This is an optimization exercise on Yosys and OpenROAD, whose aim is small area and a short achievable clock period, not a production implementation. Where RTL was checked, it was by simulation tests only, not by an equivalence proof against the original. Power is estimated from default activity; no workload was simulated.

==> exp/juniper: inputs <==
## ddr5_dimm_responder
module ddr5_dimm_responder (
  input  logic        clk,
  input  logic        rst,
  input  logic        cmd_valid,
  input  logic [2:0]  cmd_type,
  input  logic        cmd_channel,
  input  logic [2:0]  cmd_bg,
  input  logic [1:0]  cmd_bank,
  input  logic [15:0] cmd_row,
  input  logic [5:0]  cmd_col,
  output logic        rd_valid,
  output logic [26:0] rd_tag,
  output logic        wr_ack,
  output logic [26:0] wr_tag,
  output logic        err_valid,
  output logic [2:0]  err_code,
  output logic [5:0]  open_banks
);
export LEC_CHECK = 0
export CAP_MARGIN = 20
export CORE_MARGIN = 2
export CORE_UTILIZATION = 40
export CTS_CLUSTER_DIAMETER = 60
export CTS_CLUSTER_SIZE = 30
export SLEW_MARGIN = 20
create_clock -name core_clock -period 20.0 [get_ports {clk}]
run.sh (not shown) runs the stock make flow with config.mk's settings and CLKGATE_MAP_FILE= SYNTH_SCRIPT=/design/flow/synth_recipe.tcl, a recipe that flattens the netlist after the stock synthesis.
==> exp/ember: changes against exp/juniper <==
--- a/flow/design.v
+++ b/flow/design.v
@@ -63,29 +63,21 @@
   assign open_p   = live_p && OPEN_SET[s_p];
   logic p_is_act;
   assign p_is_act = (p_type == 3'd1);
   logic       mismatch, pair_err;
   logic [2:0] pair_code;
-  logic [2:0]  x_type;
-  logic [15:0] x_rowm;
-  logic [5:0]  x_colm;
-  assign x_type = p_type + 3'd1;
-  assign x_rowm = {16{p_is_act}};
-  assign x_colm = {6{!p_is_act}};
-  assign mismatch  = !cmd_valid || cmd_channel || (|(cmd_type ^ x_type)) || (|(idx_in ^ p_idx)) ||
-                     (|((cmd_row ^ p_row) & x_rowm)) || (|((cmd_col ^ p_col) & x_colm));
+  assign mismatch  = (eff != p_type + 3'd1) || (idx_in != p_idx) ||
+                     (p_is_act ? (cmd_row != p_row) : (cmd_col != p_col));
   assign pair_err  = p_is_act ? !closed_p : !open_p;
   assign pair_code = p_is_act ? (live_p ? 3'd1 : 3'd5) : 3'd2;
   logic is_half2, is_pre;
   assign is_half2 = (eff == 3'd2) || (eff == 3'd4) || (eff == 3'd6);
   assign is_pre   = (eff == 3'd7);
   logic       err_v_d;
   logic [2:0] err_c_d;
   logic pre_err;
-  logic [31:0] idx_hot;
-  always_comb for (int i = 0; i < 32; i++) idx_hot[i] = (idx_in == 5'(i));
-  assign pre_err = (|(pre_err_v & idx_hot)) || (f_act && idx_in == p_idx);
+  assign pre_err = pre_err_v[idx_in] || (f_act && idx_in == p_idx);
   assign err_v_d = dec_q ? (mismatch || pair_err) : (is_half2 || (is_pre && pre_err));
   assign err_c_d = dec_q ? (mismatch ? 3'd4 : pair_code) : (is_half2 ? 3'd4 : 3'd3);
   logic [2:0] err_code_q;
   logic [5:0] open_q;
   always_ff @(posedge clk or posedge rst) begin
@@ -127,42 +119,48 @@
   end
   always_ff @(posedge clk) begin
     for (int i = 0; i < 32; i++)
       if (f_act && p_idx == 5'(i)) rows[i] <= p_row;
   end
-  localparam int HL = 19;    
-  localparam int FL = 37;    
+  localparam int HL = 19;
   logic          ph;
-  logic [FL:1]   v_q, r_q;
-  logic          s_v;
+  logic          s_v, s_r;
   logic [10:0]   s_d;
+  logic [HL:1]   h_v, h_r, h_late;
   logic [10:0]   h_d [1:HL];
+  logic          f_rd;
+  assign f_rd = (p_type == 3'd4);
   always_ff @(posedge clk or posedge rst) begin
     if (rst) begin
       ph  <= 1'b0;
       s_v <= 1'b0;
-      v_q <= '0;
+      h_v <= '0;
     end else begin
       ph  <= !ph;
       s_v <= f_rw;
-      v_q <= {v_q[FL-1:1], f_rw};
+      if (ph) h_v <= {h_v[HL-1:1], f_rw || s_v};
     end
   end
   always_ff @(posedge clk) begin
-    r_q <= {r_q[FL-1:1], p_type == 3'd4};
+    s_r <= f_rd;
     s_d <= {p_idx, p_col};
     if (ph) begin
-      h_d[1] <= s_v ? s_d : {p_idx, p_col};
+      h_r[1]    <= s_v ? s_r : f_rd;
+      h_late[1] <= !s_v;
+      h_d[1]    <= s_v ? s_d : {p_idx, p_col};
+      h_r[HL:2]    <= h_r[HL-1:1];
+      h_late[HL:2] <= h_late[HL-1:1];
       for (int k = 2; k <= HL; k++) h_d[k] <= h_d[k-1];
     end
   end
-  logic        wr_look, rd_look;
+  logic        rd_late, wr_look, rd_look;
   logic [10:0] sel_d;
   logic [15:0] row_m;
-  assign wr_look = v_q[FL-1] && !r_q[FL-1];
-  assign rd_look = v_q[FL] && r_q[FL];
-  assign sel_d   = (rd_look && !ph) ? h_d[HL] : h_d[HL-1];
+  assign rd_late = !ph && h_v[HL] && h_r[HL] && h_late[HL];
+  assign wr_look = h_v[HL-1] && !h_r[HL-1] && (ph == h_late[HL-1]);
+  assign rd_look = rd_late || (ph && h_v[HL-1] && h_r[HL-1] && !h_late[HL-1]);
+  assign sel_d   = rd_late ? h_d[HL] : h_d[HL-1];
   assign row_m   = rows[sel_d[10:6]];
   logic        rd_look_q, rd_valid_q, wr_ack_q;
   logic [26:0] rd_tag_q, wr_tag_q;
   always_ff @(posedge clk or posedge rst) begin
     if (rst) begin
==> flow/flow/run.sh (new file) <==
#!/bin/bash
# Standard ORFS layout (the standard.sh) with extra optimisation effort: repair_timing is
# asked to leave extra setup margin, cells may be resized across footprints, and the clock
# tree uses larger sink clusters without dummy loads. The timing constraints
# (constraint.sdc) are unchanged; every port still gets a buffer.
set -euo pipefail
source flow/knobs.sh
bash standard.sh SETUP_SLACK_MARGIN=$MARGIN MATCH_CELL_FOOTPRINT=0 "CTS_ARGS=$CTS" "BUFFER_PORTS_ARGS=$PORTBUF" $EXTRA finish > standard_make.log 2>&1
==> flow/flow/knobs.sh (new file) <==
MARGIN=14.7
CTS="-sink_clustering_enable -repair_clock_nets -dont_use_dummy_load -sink_clustering_size 30 -sink_clustering_max_diameter 60"
PORTBUF="-buffer_cell sky130_fd_sc_hd__buf_2"
EXTRA=""
==> flow/standard.sh (new file) <==
#!/bin/bash
# synth_recipe.tcl (not shown) runs the flow's synth.tcl, then flattens the netlist and writes it again
# the make line also repeats each setting of config.mk as NAME=value (left out here)
make -C /OpenROAD-flow-scripts/flow DESIGN_CONFIG=/design/flow/config.mk WORK_HOME=/design/flow/orfs CLKGATE_MAP_FILE= SYNTH_SCRIPT=/design/flow/synth_recipe.tcl "${@:-finish}"
CTS_CLUSTER_DIAMETER = unset   (was 60)
CTS_CLUSTER_SIZE = unset   (was 30)
removed: flow/run.sh
==> exp/violet: changes against exp/juniper <==
==> flow/flow/run.sh (new file) <==
#!/bin/bash
# Standard ORFS layout (the standard.sh) with extra optimisation effort:
# - the platform's don't-use list plus the 4-input NOR/OR cells (slow stacked PMOS), so
#   synthesis builds the input-side compare trees from faster gates;
# - repair_timing asked to leave extra setup margin, cells resized across footprints;
# - port buffers of a fixed small cell, clock tree with larger sink clusters and no dummy loads.
# The timing constraints (constraint.sdc) are unchanged; every port still gets a buffer.
set -euo pipefail
source flow/knobs.sh
DONT_USE="$(tr '\n' ' ' < flow/dont_use.txt)"
bash standard.sh SETUP_SLACK_MARGIN=$MARGIN MATCH_CELL_FOOTPRINT=0 "DONT_USE_CELLS=$DONT_USE" \
  "CTS_ARGS=$CTS" "BUFFER_PORTS_ARGS=$PORTBUF" $EXTRA finish > standard_make.log 2>&1
==> flow/flow/dont_use.txt (new file) <==
sky130_fd_sc_hd__lpflow_bleeder_1
sky130_fd_sc_hd__lpflow_clkbufkapwr_1
sky130_fd_sc_hd__lpflow_clkbufkapwr_16
sky130_fd_sc_hd__lpflow_clkbufkapwr_2
sky130_fd_sc_hd__lpflow_clkbufkapwr_4
sky130_fd_sc_hd__lpflow_clkbufkapwr_8
sky130_fd_sc_hd__lpflow_clkinvkapwr_1
sky130_fd_sc_hd__lpflow_clkinvkapwr_16
sky130_fd_sc_hd__lpflow_clkinvkapwr_2
sky130_fd_sc_hd__lpflow_clkinvkapwr_4
sky130_fd_sc_hd__lpflow_clkinvkapwr_8
sky130_fd_sc_hd__lpflow_decapkapwr_12
sky130_fd_sc_hd__lpflow_decapkapwr_3
sky130_fd_sc_hd__lpflow_decapkapwr_4
sky130_fd_sc_hd__lpflow_decapkapwr_6
sky130_fd_sc_hd__lpflow_decapkapwr_8
sky130_fd_sc_hd__lpflow_inputiso0n_1
sky130_fd_sc_hd__lpflow_inputiso0p_1
sky130_fd_sc_hd__lpflow_inputiso1n_1
sky130_fd_sc_hd__lpflow_inputiso1p_1
sky130_fd_sc_hd__lpflow_inputisolatch_1
sky130_fd_sc_hd__lpflow_isobufsrc_1
sky130_fd_sc_hd__lpflow_isobufsrc_16
sky130_fd_sc_hd__lpflow_isobufsrc_2
sky130_fd_sc_hd__lpflow_isobufsrc_4
sky130_fd_sc_hd__lpflow_isobufsrc_8
sky130_fd_sc_hd__lpflow_isobufsrckapwr_16
sky130_fd_sc_hd__lpflow_lsbuf_lh_hl_isowell_tap_1
sky130_fd_sc_hd__lpflow_lsbuf_lh_hl_isowell_tap_2
sky130_fd_sc_hd__lpflow_lsbuf_lh_hl_isowell_tap_4
sky130_fd_sc_hd__lpflow_lsbuf_lh_isowell_4
sky130_fd_sc_hd__lpflow_lsbuf_lh_isowell_tap_1
sky130_fd_sc_hd__lpflow_lsbuf_lh_isowell_tap_2
sky130_fd_sc_hd__lpflow_lsbuf_lh_isowell_tap_4
sky130_fd_sc_hd__probe_p_8
sky130_fd_sc_hd__probec_p_8
sky130_fd_sc_hd__nor4_1
sky130_fd_sc_hd__nor4_2
sky130_fd_sc_hd__nor4_4
sky130_fd_sc_hd__nor4b_1
sky130_fd_sc_hd__nor4b_2
sky130_fd_sc_hd__nor4b_4
sky130_fd_sc_hd__nor4bb_1
sky130_fd_sc_hd__nor4bb_2
sky130_fd_sc_hd__nor4bb_4
sky130_fd_sc_hd__or4_1
sky130_fd_sc_hd__or4_2
sky130_fd_sc_hd__or4_4
sky130_fd_sc_hd__or4b_1
sky130_fd_sc_hd__or4b_2
sky130_fd_sc_hd__or4b_4
sky130_fd_sc_hd__or4bb_1
sky130_fd_sc_hd__or4bb_2
sky130_fd_sc_hd__or4bb_4
==> flow/flow/knobs.sh (new file) <==
MARGIN=14.9
CTS="-sink_clustering_enable -repair_clock_nets -dont_use_dummy_load -sink_clustering_size 30 -sink_clustering_max_diameter 60"
PORTBUF="-buffer_cell sky130_fd_sc_hd__buf_2"
EXTRA="CAP_MARGIN=10 SLEW_MARGIN=10"
==> flow/standard.sh (new file) <==
#!/bin/bash
# synth_recipe.tcl (not shown) runs the flow's synth.tcl, then flattens the netlist and writes it again
# the make line also repeats each setting of config.mk as NAME=value (left out here)
make -C /OpenROAD-flow-scripts/flow DESIGN_CONFIG=/design/flow/config.mk WORK_HOME=/design/flow/orfs CLKGATE_MAP_FILE= SYNTH_SCRIPT=/design/flow/synth_recipe.tcl "${@:-finish}"
CTS_CLUSTER_DIAMETER = unset   (was 60)
CTS_CLUSTER_SIZE = unset   (was 30)
removed: flow/run.sh
==> exp/tundra: changes against exp/juniper <==
--- a/flow/design.v
+++ b/flow/design.v
@@ -51,11 +51,11 @@
     tmr_step = {q[5:0], (q[6] == q[5]) && (q != 7'd0)};
   endfunction
   logic [31:0] pre_err_v;
   always_comb begin
     for (int i = 0; i < 32; i++)
-      pre_err_v[i] = live[i] && (tmr[i] != 7'd0);
+      pre_err_v[i] = (live[i] && (tmr[i] != 7'd0)) || (f_act && p_idx == 5'(i));
   end
   logic [6:0] s_p;
   logic       closed_p, live_p, open_p;
   assign s_p      = tmr[p_idx];
   assign live_p   = live[p_idx];
@@ -63,30 +63,20 @@
   assign open_p   = live_p && OPEN_SET[s_p];
   logic p_is_act;
   assign p_is_act = (p_type == 3'd1);
   logic       mismatch, pair_err;
   logic [2:0] pair_code;
-  logic [2:0]  x_type;
-  logic [15:0] x_rowm;
-  logic [5:0]  x_colm;
-  assign x_type = p_type + 3'd1;
-  assign x_rowm = {16{p_is_act}};
-  assign x_colm = {6{!p_is_act}};
-  assign mismatch  = !cmd_valid || cmd_channel || (|(cmd_type ^ x_type)) || (|(idx_in ^ p_idx)) ||
-                     (|((cmd_row ^ p_row) & x_rowm)) || (|((cmd_col ^ p_col) & x_colm));
+  assign mismatch  = (eff != p_type + 3'd1) || (idx_in != p_idx) ||
+                     (p_is_act ? (cmd_row != p_row) : (cmd_col != p_col));
   assign pair_err  = p_is_act ? !closed_p : !open_p;
   assign pair_code = p_is_act ? (live_p ? 3'd1 : 3'd5) : 3'd2;
   logic is_half2, is_pre;
   assign is_half2 = (eff == 3'd2) || (eff == 3'd4) || (eff == 3'd6);
   assign is_pre   = (eff == 3'd7);
   logic       err_v_d;
   logic [2:0] err_c_d;
-  logic pre_err;
-  logic [31:0] idx_hot;
-  always_comb for (int i = 0; i < 32; i++) idx_hot[i] = (idx_in == 5'(i));
-  assign pre_err = (|(pre_err_v & idx_hot)) || (f_act && idx_in == p_idx);
-  assign err_v_d = dec_q ? (mismatch || pair_err) : (is_half2 || (is_pre && pre_err));
+  assign err_v_d = dec_q ? (mismatch || pair_err) : (is_half2 || (is_pre && pre_err_v[idx_in]));
   assign err_c_d = dec_q ? (mismatch ? 3'd4 : pair_code) : (is_half2 ? 3'd4 : 3'd3);
   logic [2:0] err_code_q;
   logic [5:0] open_q;
   always_ff @(posedge clk or posedge rst) begin
     if (rst) begin
@@ -125,44 +115,50 @@
       end
     end
   end
   always_ff @(posedge clk) begin
     for (int i = 0; i < 32; i++)
-      if (f_act && p_idx == 5'(i)) rows[i] <= p_row;
+      if (dec_q && p_is_act && closed_p && p_idx == 5'(i)) rows[i] <= p_row;
   end
-  localparam int HL = 19;    
-  localparam int FL = 37;    
+  localparam int HL = 19;
   logic          ph;
-  logic [FL:1]   v_q, r_q;
-  logic          s_v;
+  logic          s_v, s_r;
   logic [10:0]   s_d;
+  logic [HL:1]   h_v, h_r, h_late;
   logic [10:0]   h_d [1:HL];
+  logic          f_rd;
+  assign f_rd = (p_type == 3'd4);
   always_ff @(posedge clk or posedge rst) begin
     if (rst) begin
       ph  <= 1'b0;
       s_v <= 1'b0;
-      v_q <= '0;
+      h_v <= '0;
     end else begin
       ph  <= !ph;
       s_v <= f_rw;
-      v_q <= {v_q[FL-1:1], f_rw};
+      if (ph) h_v <= {h_v[HL-1:1], f_rw || s_v};
     end
   end
   always_ff @(posedge clk) begin
-    r_q <= {r_q[FL-1:1], p_type == 3'd4};
+    s_r <= f_rd;
     s_d <= {p_idx, p_col};
     if (ph) begin
-      h_d[1] <= s_v ? s_d : {p_idx, p_col};
+      h_r[1]    <= s_v ? s_r : f_rd;
+      h_late[1] <= !s_v;
+      h_d[1]    <= s_v ? s_d : {p_idx, p_col};
+      h_r[HL:2]    <= h_r[HL-1:1];
+      h_late[HL:2] <= h_late[HL-1:1];
       for (int k = 2; k <= HL; k++) h_d[k] <= h_d[k-1];
     end
   end
-  logic        wr_look, rd_look;
+  logic        rd_late, wr_look, rd_look;
   logic [10:0] sel_d;
   logic [15:0] row_m;
-  assign wr_look = v_q[FL-1] && !r_q[FL-1];
-  assign rd_look = v_q[FL] && r_q[FL];
-  assign sel_d   = (rd_look && !ph) ? h_d[HL] : h_d[HL-1];
+  assign rd_late = !ph && h_v[HL] && h_r[HL] && h_late[HL];
+  assign wr_look = h_v[HL-1] && !h_r[HL-1] && (ph == h_late[HL-1]);
+  assign rd_look = rd_late || (ph && h_v[HL-1] && h_r[HL-1] && !h_late[HL-1]);
+  assign sel_d   = rd_late ? h_d[HL] : h_d[HL-1];
   assign row_m   = rows[sel_d[10:6]];
   logic        rd_look_q, rd_valid_q, wr_ack_q;
   logic [26:0] rd_tag_q, wr_tag_q;
   always_ff @(posedge clk or posedge rst) begin
     if (rst) begin
==> flow/flow/run.sh (new file) <==
#!/bin/bash
# Standard ORFS layout (the standard.sh) with extra optimisation effort: repair_timing is
# asked to leave extra setup margin, cells may be resized across footprints, and the clock
# tree uses larger sink clusters without dummy loads. The timing constraints
# (constraint.sdc) are unchanged; every port still gets a buffer.
set -euo pipefail
source flow/knobs.sh
bash standard.sh SETUP_SLACK_MARGIN=$MARGIN MATCH_CELL_FOOTPRINT=0 "CTS_ARGS=$CTS" "BUFFER_PORTS_ARGS=$PORTBUF" $EXTRA finish > standard_make.log 2>&1
==> flow/flow/knobs.sh (new file) <==
MARGIN=14.7
CTS="-sink_clustering_enable -repair_clock_nets -dont_use_dummy_load -sink_clustering_size 25 -sink_clustering_max_diameter 60"
PORTBUF=""
EXTRA="CORE_UTILIZATION=55"
==> flow/standard.sh (new file) <==
#!/bin/bash
# synth_recipe.tcl (not shown) runs the flow's synth.tcl, then flattens the netlist and writes it again
# the make line also repeats each setting of config.mk as NAME=value (left out here)
make -C /OpenROAD-flow-scripts/flow DESIGN_CONFIG=/design/flow/config.mk WORK_HOME=/design/flow/orfs CLKGATE_MAP_FILE= SYNTH_SCRIPT=/design/flow/synth_recipe.tcl "${@:-finish}"
CTS_CLUSTER_DIAMETER = unset   (was 60)
CTS_CLUSTER_SIZE = unset   (was 30)
removed: flow/run.sh
==> comparison table <==
quantity                                                             exp/juniper           exp/tundra           exp/violet         exp/ember
Internal power                                                         0.00352 W            0.00369 W            0.00345 W         0.00360 W
Clock power frac                                                           0.350                0.281                0.304             0.270
Height of the die                                                         333 um               287 um               333 um            335 um
Synth Instances                                                             2892                 2974                 2878              2881
Post-synthesis to final-layout area growth                                 13.2%                12.2%                11.3%             10.2%
Total CTS buffers                                                             71                   76                   73                66
Run status                                      no timing/DRC/antenna violations  no timing/DRC/antenna violations  no timing/DRC/antenna violations  no timing/DRC/antenna violations
Leak pwr                                                                 19.4 nW              19.2 nW              18.9 nW           17.8 nW
Met2 wirelength from detailed routing                                   58300 um             67300 um             61200 um          59500 um
Invs w/o clock                                                                38                   75                   60                50
Worst reg2reg endpoint                                       open_q[4]$_DFF_PP0_  open_q[4]$_DFF_PP0_  open_q[4]$_DFF_PP0_       o_q$_DFF_P_
Share of cells above drive strength 1                                      0.114                0.138                0.142             0.148
Reg2reg start                                                   p_idx[1]$_DFF_P_     p_idx[3]$_DFF_P_     p_idx[0]$_DFF_P_  p_idx[4]$_DFF_P_
Synthesized-area fraction occupied by and/or/nand/nor cells               0.0982                0.100               0.0917            0.0917
Sequential group share of total power                                      0.574                0.617                0.607             0.629
For exp/tundra, only the layout was checked, not whether the RTL still works.

afterwards: timing with drivers on the ports:
In the flow no input, the clock included, has a driving cell. The finished layouts below were timed again as built, in two steps.
Step 1 (the two cells are an assumption about what drives the block):
set clk [get_ports {clk}]
set_driving_cell -lib_cell sky130_fd_sc_hd__clkbuf_16 $clk
set_driving_cell -lib_cell sky130_fd_sc_hd__buf_2 [delete_from_list [all_inputs] $clk]
Step 2, shift: input delay + t, output delay - t, t = (earliest + latest rising clock arrival at the registers) / 2. This alone moves slack from input paths to output paths.
Three values: no drivers, after step 1, after step 2; two values: the first two.
| run | t, ns | slack for setup (ns) | cell pins on the clock port's net |
|---|---|---|---|
| exp/juniper | 0.715 | 13.362 / 13.406 / 12.691 | 1 |
| exp/ember | 0.695 | 14.313 / 14.314 / 13.619 | 1 |
| exp/violet | 0.686 | 14.804 / 14.740 / 14.351 | 1 |
| exp/tundra | 0.684 | 14.704 / 14.648 / 14.048 | 1 |
After both steps every run listed still meets setup and hold. For exp/ember, which loses most, drivers alone change the setup slack by +0.001 ns; drivers and shift together by -0.694 ns.
